Source: an optimization exercise on an open RTL-to-GDS flow (aim: small area). Production flows keep margins and buffers that such runs may drop. RTL that was checked went through simulation tests only; none was proved equivalent to the original. Power is estimated from default activity; no workload was simulated.

// spectrum_peak_finder
module spectrum_peak_finder (
  input  logic        clk,
  input  logic        rst,
  input  logic [4:0]  curr_nfft,
  input  logic [15:0] s_re,
  input  logic [15:0] s_im,
  input  logic        s_valid,
  input  logic        s_last,
  output logic        s_ready,
  output logic [9:0]  max_index,
  output logic [31:0] max_mag,
  output logic        max_valid,
  output logic        frame_err
);
==> flow/config.mk <==
export PLATFORM = sky130hd
export DESIGN_NAME = spectrum_peak_finder
export DESIGN_NICKNAME = spectrum_peak_finder
export VERILOG_FILES = /design/flow/design.v
export SDC_FILE = /design/flow/constraint.sdc
export NUM_CORES = 4
export LEC_CHECK = 0
export CAP_MARGIN = 20
export CORE_MARGIN = 2
export CORE_UTILIZATION = 60
export GPL_TIMING_DRIVEN = 0
export SLEW_MARGIN = 20
export SYNTH_HIERARCHICAL = 1
export SYNTH_MINIMUM_KEEP_SIZE = 0
==> flow/constraint.sdc <==
create_clock -name core_clock -period 7.5 [get_ports {clk}]
set_input_delay 1.5000 -clock core_clock [delete_from_list [all_inputs] [get_ports {clk}]]
set_output_delay 1.5000 -clock core_clock [all_outputs]
set_load 0.01 [all_outputs]
standard.sh (not shown) runs the stock make flow with config.mk's settings and CLKGATE_MAP_FILE= SYNTH_SCRIPT=/design/flow/synth_recipe.tcl, a recipe that flattens the netlist after the stock synthesis.
==> flow/flow/run.sh <==
#!/bin/bash
# Own layout flow: the standard layout (standard.sh, which also runs the
# standard synthesis) with these changes:
#  - after synthesis, the synthesis buffers are removed and flow/downsize.tcl swaps each combinational cell to the
#    smallest drive strength of its family (repair steps upsize as needed);
#  - the port buffers that buffer_ports inserts are sky130_fd_sc_hd__buf_1
#    (every input and output port still gets its own buffer);
#  - clock tree synthesis builds the tree from clkbuf_4 without dummy loads.
# Each tool's output goes to a log of its own in this folder (standard_synth.log,
# downsize.log, standard_flow.log); ORFS also keeps per-step logs in orfs/logs/.
set -euo pipefail
export BUFFER_PORTS_ARGS="-buffer_cell sky130_fd_sc_hd__buf_1"
export CTS_ARGS="-sink_clustering_enable -repair_clock_nets -dont_use_dummy_load -buf_list sky130_fd_sc_hd__clkbuf_4 -sink_clustering_size 16"
bash standard.sh synth > standard_synth.log 2>&1
R=orfs/results/$FLOW_PLATFORM/spectrum_peak_finder/base
cat > downsize_run.tcl <<EOT
read_liberty $FLOW_HOME/platforms/$FLOW_PLATFORM/lib/sky130_fd_sc_hd__tt_025C_1v80.lib
read_db $R/1_synth.odb
remove_buffers
source flow/downsize.tcl
write_db $R/1_synth.odb
EOT
openroad -no_init -exit downsize_run.tcl > downsize.log 2>&1
bash standard.sh > standard_flow.log 2>&1
Other scripts of this flow, unchanged in this note and not shown: flow/flow/downsize.tcl
The starting point finished with timing, DRC and antenna clean.
Rerun with:
--- a/flow/flow/run.sh
+++ b/flow/flow/run.sh
@@ -13 +13 @@
-export CTS_ARGS="-sink_clustering_enable -repair_clock_nets -dont_use_dummy_load -buf_list sky130_fd_sc_hd__clkbuf_4 -sink_clustering_size 16"
+export CTS_ARGS="-sink_clustering_enable -repair_clock_nets -dont_use_dummy_load -buf_list sky130_fd_sc_hd__clkbuf_4 -sink_clustering_size 10"
=> First-iteration DRC count does not change; global-route usage does not change; cell count is unchanged; total power stays the same.


spectrum_peak_finder, a different RTL version from the one above (not shown whole).
Size in the first run: roughly 1200 cells after synthesis, roughly 140 flip-flops, ~86 I/O pins.
Settings: LEC_CHECK=0, CAP_MARGIN=20, CORE_MARGIN=2, CORE_UTILIZATION=60, CTS_BUF_LIST=sky130_fd_sc_hd__clkbuf_4, CTS_CLUSTER_SIZE=10, SLEW_MARGIN=20, SYNTH_HIERARCHICAL=1, SYNTH_MINIMUM_KEEP_SIZE=0; clock period 7.5 ns.
run.sh (not shown) runs the stock make flow with config.mk's settings and CLKGATE_MAP_FILE= SYNTH_SCRIPT=/design/flow/synth_recipe.tcl, a recipe that flattens the netlist after the stock synthesis.
Stock flow here: none of the scripts above is used.
Edit:
- CORE_UTILIZATION: 60 -> 40
- CTS_BUF_LIST: sky130_fd_sc_hd__clkbuf_4 -> sky130_fd_sc_hd__clkbuf_8
- CTS_CLUSTER_SIZE: 10 -> not set
Result: The new run finished with timing, DRC and antenna clean. First-iteration DRC count came out lower by 14%. Wire length came out higher by 5.1%. Area after synthesis stays the same. Flip-flop and latch count is unchanged. Final area came out higher by 2.4%. Worst setup slack got worse by 0.025 ns. Total power came out higher by 3.0%. Global-route usage came out lower by 8.8 points. Utilization came out lower by 22 points.
Edit:
- CTS_BUF_LIST: sky130_fd_sc_hd__clkbuf_8 -> not set
Worst hold slack gets worse by 0.0052 ns.
Synthesized cell count does not change.
Non-clock buffer count stays the same.
Via count increases by 0.51%.
Fmax shrinks by 0.56%.
No functional check of the RTL was part of any run of this note.


Another version of the RTL of spectrum_peak_finder (not shown whole).
Size: roughly 1000 cells after synthesis, roughly 86 I/O pins.
==> flow/config.mk <==
export PLATFORM = sky130hd
export DESIGN_NAME = spectrum_peak_finder
export DESIGN_NICKNAME = spectrum_peak_finder
export VERILOG_FILES = /design/flow/design.v
export SDC_FILE = /design/flow/constraint.sdc
export NUM_CORES = 4
export LEC_CHECK = 0
export CAP_MARGIN = 20
export CORE_MARGIN = 2
export CORE_UTILIZATION = 60
export GPL_TIMING_DRIVEN = 0
export SLEW_MARGIN = 20
export SYNTH_HIERARCHICAL = 1
export SYNTH_MINIMUM_KEEP_SIZE = 0
==> flow/constraint.sdc <==
create_clock -name core_clock -period 7.5 [get_ports {clk}]
set_input_delay 1.5000 -clock core_clock [delete_from_list [all_inputs] [get_ports {clk}]]
set_output_delay 1.5000 -clock core_clock [all_outputs]
set_load 0.01 [all_outputs]
standard.sh (not shown) runs the stock make flow with config.mk's settings and CLKGATE_MAP_FILE= SYNTH_SCRIPT=/design/flow/synth_recipe.tcl, a recipe that flattens the netlist after the stock synthesis.
==> flow/flow/run.sh <==
#!/bin/bash
# Own layout flow: the standard layout (standard.sh, which also runs the
# standard synthesis) with these changes:
#  - after synthesis, the synthesis buffers are removed and flow/downsize.tcl swaps each combinational cell to the
#    smallest drive strength of its family (repair steps upsize as needed);
#  - the port buffers that buffer_ports inserts are sky130_fd_sc_hd__buf_1
#    (every input and output port still gets its own buffer);
#  - clock tree synthesis builds the tree from clkbuf_4 without dummy loads.
# Each tool's output goes to a log of its own in this folder (standard_synth.log,
# downsize.log, standard_flow.log); ORFS also keeps per-step logs in orfs/logs/.
set -euo pipefail
export BUFFER_PORTS_ARGS="-buffer_cell sky130_fd_sc_hd__buf_1"
export CTS_ARGS="-sink_clustering_enable -repair_clock_nets -dont_use_dummy_load -buf_list sky130_fd_sc_hd__clkbuf_4 -sink_clustering_size 20 -sink_clustering_max_diameter 100 -sink_clustering_levels 1"
bash standard.sh synth > standard_synth.log 2>&1
R=orfs/results/$FLOW_PLATFORM/spectrum_peak_finder/base
cat > downsize_run.tcl <<EOT
read_liberty $FLOW_HOME/platforms/$FLOW_PLATFORM/lib/sky130_fd_sc_hd__tt_025C_1v80.lib
read_db $R/1_synth.odb
remove_buffers
source flow/downsize.tcl
write_db $R/1_synth.odb
EOT
openroad -no_init -exit downsize_run.tcl > downsize.log 2>&1
bash standard.sh > standard_flow.log 2>&1
Other scripts of this flow, unchanged in this note and not shown: flow/flow/downsize.tcl
Edit:
--- a/flow/flow/run.sh
+++ b/flow/flow/run.sh
@@ -11,5 +11,5 @@
 set -euo pipefail
 export BUFFER_PORTS_ARGS="-buffer_cell sky130_fd_sc_hd__buf_1"
-export CTS_ARGS="-sink_clustering_enable -repair_clock_nets -dont_use_dummy_load -buf_list sky130_fd_sc_hd__clkbuf_4 -sink_clustering_size 20 -sink_clustering_max_diameter 100 -sink_clustering_levels 1"
+export CTS_ARGS="-sink_clustering_enable -repair_clock_nets -dont_use_dummy_load -buf_list sky130_fd_sc_hd__clkbuf_4 -sink_clustering_size 10"
 bash standard.sh synth > standard_synth.log 2>&1
 R=orfs/results/$FLOW_PLATFORM/spectrum_peak_finder/base
The changed run completed without violations.
Final area stays the same.
Count of clock-buffer cells in the layout does not change.
Die area stays the same.
Edit:
--- a/flow/flow/run.sh
+++ b/flow/flow/run.sh
@@ -11,5 +11,5 @@
 set -euo pipefail
 export BUFFER_PORTS_ARGS="-buffer_cell sky130_fd_sc_hd__buf_1"
-export CTS_ARGS="-sink_clustering_enable -repair_clock_nets -dont_use_dummy_load -buf_list sky130_fd_sc_hd__clkbuf_4 -sink_clustering_size 10"
+export CTS_ARGS="-repair_clock_nets -dont_use_dummy_load -buf_list sky130_fd_sc_hd__clkbuf_4"
 bash standard.sh synth > standard_synth.log 2>&1
 R=orfs/results/$FLOW_PLATFORM/spectrum_peak_finder/base
=>
- The new run went through all stages and came out clean
- register-to-register slack stays flat
- fmax does not change
- routed wire length is unchanged
- worst hold slack stays the same
- sequential power hardly moves


## exp/garnet
Another version of the RTL of spectrum_peak_finder (not shown whole).
For scale: ~86 I/O pins.
Settings: LEC_CHECK=0, CAP_MARGIN=20, CORE_MARGIN=2, CORE_UTILIZATION=60, GPL_TIMING_DRIVEN=0, SLEW_MARGIN=20, SYNTH_HIERARCHICAL=1, SYNTH_MINIMUM_KEEP_SIZE=0; clock period 7.5 ns.
==> flow/flow/run.sh <==
#!/bin/bash
# Own layout flow: the standard layout (standard.sh, which also runs the
# standard synthesis) with these changes:
#  - after synthesis, the synthesis buffers are removed and flow/downsize.tcl swaps each combinational cell to the
#    smallest drive strength of its family (repair steps upsize as needed);
#  - the port buffers that buffer_ports inserts are sky130_fd_sc_hd__buf_1
#    (every input and output port still gets its own buffer);
#  - clock tree synthesis builds the tree from clkbuf_4 without dummy loads.
# Each tool's output goes to a log of its own in this folder (standard_synth.log,
# downsize.log, standard_flow.log); ORFS also keeps per-step logs in orfs/logs/.
set -euo pipefail
export BUFFER_PORTS_ARGS="-buffer_cell sky130_fd_sc_hd__buf_1"
export CTS_ARGS="-sink_clustering_enable -repair_clock_nets -dont_use_dummy_load -buf_list sky130_fd_sc_hd__clkbuf_4 -sink_clustering_size 10"
bash standard.sh synth > standard_synth.log 2>&1
R=orfs/results/$FLOW_PLATFORM/spectrum_peak_finder/base
cat > downsize_run.tcl <<EOT
read_liberty $FLOW_HOME/platforms/$FLOW_PLATFORM/lib/sky130_fd_sc_hd__tt_025C_1v80.lib
read_db $R/1_synth.odb
remove_buffers
source flow/downsize.tcl
write_db $R/1_synth.odb
EOT
openroad -no_init -exit downsize_run.tcl > downsize.log 2>&1
bash standard.sh > standard_flow.log 2>&1
==> flow/flow/downsize.tcl <==
# Swap every combinational cell of the synthesized netlist to the smallest
# cell of the same function family (same pins); the later repair steps
# upsize again wherever timing, slew or capacitance need it.
set db [ord::get_db]
set block [[$db getChip] getBlock]
set masters [dict create]
foreach lib [$db getLibs] {
  foreach m [$lib getMasters] {
    dict set masters [$m getName] $m
  }
}
set swapped 0
set saved 0
foreach inst [$block getInsts] {
  set m [$inst getMaster]
  set name [$m getName]
  if {![regexp {^(sky130_fd_sc_hd__[a-z0-9]+)_([0-9]+)$} $name -> base drive]} { continue }
  if {[regexp {df|dl|sdf|edf|conb|tap|fill|decap|clk} $base]} { continue }
  set best $m
  set best_area [expr {[$m getWidth] * [$m getHeight]}]
  foreach d {0 1 2 4} {
    set cand "${base}_$d"
    if {![dict exists $masters $cand]} { continue }
    set cm [dict get $masters $cand]
    set a [expr {[$cm getWidth] * [$cm getHeight]}]
    if {$a < $best_area} { set best $cm; set best_area $a }
  }
  if {$best ne $m} {
    set saved [expr {$saved + [$m getWidth] * [$m getHeight] - $best_area}]
    $inst swapMaster $best
    incr swapped
  }
}
puts "downsize: swapped $swapped cells, saved [expr {$saved / 1e6}] um^2"
exp/garnet completed; timing, DRC and antenna clean
The inputs of exp/harbor differ from those of exp/garnet as listed below.
Settings: CTS_BUF_LIST newly set to sky130_fd_sc_hd__clkbuf_4; CTS_CLUSTER_SIZE newly set to 10; GPL_TIMING_DRIVEN removed (was 0).
==> flow/flow/run.sh <==
#!/bin/bash
# Own layout flow: the standard layout (standard.sh, which also runs the
# standard synthesis) with two changes passed to ORFS through its variables:
#  - the port buffers that buffer_ports inserts are sky130_fd_sc_hd__buf_1
#    (every input and output port still gets its own buffer);
#  - clock tree synthesis builds the tree from clkbuf_4 without dummy loads.
# The ORFS output of the whole run goes to standard_flow.log in this folder;
# each ORFS step also keeps its own log under orfs/logs/.
set -euo pipefail
export BUFFER_PORTS_ARGS="-buffer_cell sky130_fd_sc_hd__buf_1"
export CTS_ARGS="-sink_clustering_enable -repair_clock_nets -dont_use_dummy_load -buf_list sky130_fd_sc_hd__clkbuf_4 -sink_clustering_size 10"
bash standard.sh > standard_flow.log 2>&1
removed: flow/flow/downsize.tcl
==> run summary <==
- exp/garnet → exp/harbor: internal power consumption has increased; clock period minus worst slack down 0.55 ns; cell area reported after detailed placement moved up; wire length reported by the detailed router picked up an extra 6.8%; worst hold slack about even.
- Looking at wire length of the first global-routing pass, exp/harbor sits above exp/garnet.
- exp/harbor: overall global routing resource usage is 1.1 points higher than what exp/garnet reported.
- exp/garnet has a lower combinational power than exp/harbor.
- STATUS final area: exp/harbor loses against exp/garnet
Inputs modified between exp/harbor and exp/ember:
Settings: GPL_TIMING_DRIVEN newly set to 0; CTS_CLUSTER_SIZE removed (was 10); CTS_BUF_LIST removed (was sky130_fd_sc_hd__clkbuf_4).
--- outcome ---
- Diff exp/ember..exp/harbor | total area of multi-input combinational cells | negligible
- The higher part of the power in registers of exp/harbor and exp/ember is in exp/harbor.
- Higher power share of the combinational group was reported by exp/ember, not exp/harbor.
#### Input delta (exp/nickel over exp/ember)
Settings: removing GPL_TIMING_DRIVEN (formerly 0).
==> flow/flow/run.sh <==
#!/bin/bash
# Own layout flow: the standard layout (standard.sh, which also runs the
# standard synthesis) with these changes:
#  - after synthesis, the synthesis buffers are removed and flow/downsize.tcl swaps each combinational cell to the
#    smallest drive strength of its family (repair steps upsize as needed);
#  - the port buffers that buffer_ports inserts are sky130_fd_sc_hd__buf_1
#    (every input and output port still gets its own buffer);
#  - clock tree synthesis builds the tree from clkbuf_4 without dummy loads.
# Each tool's output goes to a log of its own in this folder (standard_synth.log,
# downsize.log, standard_flow.log); ORFS also keeps per-step logs in orfs/logs/.
set -euo pipefail
export BUFFER_PORTS_ARGS="-buffer_cell sky130_fd_sc_hd__buf_1"
export CTS_ARGS="-sink_clustering_enable -repair_clock_nets -dont_use_dummy_load -buf_list sky130_fd_sc_hd__clkbuf_4 -sink_clustering_size 10"
bash standard.sh synth > standard_synth.log 2>&1
R=orfs/results/$FLOW_PLATFORM/spectrum_peak_finder/base
cat > downsize_run.tcl <<EOT
read_liberty $FLOW_HOME/platforms/$FLOW_PLATFORM/lib/sky130_fd_sc_hd__tt_025C_1v80.lib
read_db $R/1_synth.odb
remove_buffers
source flow/downsize.tcl
write_db $R/1_synth.odb
EOT
openroad -no_init -exit downsize_run.tcl > downsize.log 2>&1
bash standard.sh > standard_flow.log 2>&1
==> flow/flow/downsize.tcl (new file) <==
# Swap every combinational cell of the synthesized netlist to the smallest
# cell of the same function family (same pins); the later repair steps
# upsize again wherever timing, slew or capacitance need it.
set db [ord::get_db]
set block [[$db getChip] getBlock]
set masters [dict create]
foreach lib [$db getLibs] {
  foreach m [$lib getMasters] {
    dict set masters [$m getName] $m
  }
}
set swapped 0
set saved 0
foreach inst [$block getInsts] {
  set m [$inst getMaster]
  set name [$m getName]
  if {![regexp {^(sky130_fd_sc_hd__[a-z0-9]+)_([0-9]+)$} $name -> base drive]} { continue }
  if {[regexp {df|dl|sdf|edf|conb|tap|fill|decap|clk} $base]} { continue }
  set best $m
  set best_area [expr {[$m getWidth] * [$m getHeight]}]
  foreach d {0 1 2 4} {
    set cand "${base}_$d"
    if {![dict exists $masters $cand]} { continue }
    set cm [dict get $masters $cand]
    set a [expr {[$cm getWidth] * [$cm getHeight]}]
    if {$a < $best_area} { set best $cm; set best_area $a }
  }
  if {$best ne $m} {
    set saved [expr {$saved + [$m getWidth] * [$m getHeight] - $best_area}]
    $inst swapMaster $best
    incr swapped
  }
}
puts "downsize: swapped $swapped cells, saved [expr {$saved / 1e6}] um^2"
Findings:
- On exp/nickel: number of I/O port buffers is about 2.4% higher than what exp/ember gave.
- When the final numbers for exp/ember and exp/nickel were put side by side, the HPWL after detailed placement turned out to be smaller in exp/nickel.
- Going from exp/ember to exp/nickel, detailed-routing iteration count for the pre-antenna-repair pass -1, switching power share of the total -2.3 points, length of routed wiring on met1 +360 µm, die area -about 2.7%.
- Delta (exp/nickel minus exp/ember): relative area change from synthesis to final layout rose 2.3 points, sequential fraction of design power rose 1.8 points, cell area after layout fell about 0.7%.
Relative to exp/nickel, the following input files were edited for exp/maple:
Settings: GPL_TIMING_DRIVEN newly set to 0.
diff --git a/flow/flow/run.sh b/flow/flow/run.sh
--- a/flow/flow/run.sh
+++ b/flow/flow/run.sh
@@ -3,3 +3,3 @@
 # standard synthesis) with these changes:
-#  - after synthesis, the synthesis buffers are removed and flow/downsize.tcl swaps each combinational cell to the
+#  - after synthesis, flow/downsize.tcl swaps each combinational cell to the
 #    smallest drive strength of its family (repair steps upsize as needed);
@@ -16,5 +16,3 @@
 cat > downsize_run.tcl <<EOT
-read_liberty $FLOW_HOME/platforms/$FLOW_PLATFORM/lib/sky130_fd_sc_hd__tt_025C_1v80.lib
 read_db $R/1_synth.odb
-remove_buffers
 source flow/downsize.tcl
==> comparison <==
Number of endpoints failing setup at the final stage of exp/maple is on par with exp/nickel. exp/maple vs exp/nickel — switching portion of total power rose 1.3 points. Compared with exp/nickel, in exp/maple maximum clock skew at final layout rose by 0.0051 ns, share of power burned in combinational logic has increased, met2 routed wirelength shows an increase of 3.9%.

[what the ideal ports hide]
How much do the figures lean on ideal ports? The routed layouts below were timed once more, with nothing changed but the port constraints.
Step 1 (the two cells are an assumption about what drives the block):
set clk [get_ports {clk}]
set_driving_cell -lib_cell sky130_fd_sc_hd__clkbuf_16 $clk
set_driving_cell -lib_cell sky130_fd_sc_hd__buf_2 [delete_from_list [all_inputs] $clk]
Step 2 times the ports against the registers' clock, not the clock port: input delays grow and output delays shrink by t, the midpoint of the rising clock arrivals with the driver on.
a / b / c = ideal ports / drivers / drivers and shift; a / b = the first two.
run	t, ns	setup WS [ns]	slew at the worst register clock pin (ns)
the first run of note 1	0.517	0.477 / 0.488 / -0.029	0.11 / 0.11
the second run of note 1	0.517	0.477 / 0.488 / -0.029	0.11 / 0.11
the first run of note 2	0.538	0.583 / 0.596 / 0.057	0.11 / 0.11
the second run of note 2	0.466	0.558 / 0.571 / 0.105	0.08 / 0.08
the third run of note 2	0.453	0.519 / 0.536 / 0.084	0.06 / 0.06
the first run of note 3	0.527	0.381 / 0.389 / -0.138	0.12 / 0.12
the second run of note 3	0.527	0.381 / 0.389 / -0.138	0.12 / 0.12
the third run of note 3	0.527	0.381 / 0.389 / -0.138	0.12 / 0.12
exp/garnet	0.529	0.508 / 0.514 / -0.015	0.11 / 0.11
exp/harbor	0.524	1.060 / 1.065 / 0.541	0.11 / 0.11
exp/ember	0.526	0.704 / 0.719 / 0.192	0.12 / 0.12
exp/nickel	0.509	0.985 / 0.996 / 0.487	0.12 / 0.12
exp/maple	0.506	0.577 / 0.592 / 0.085	0.12 / 0.12
Met with ideal ports but missed after step 2: setup timing in 6 of these runs. The setup slack of the first run of note 2, which loses most, moves by +0.013 ns with the drivers and by -0.526 ns with both steps.
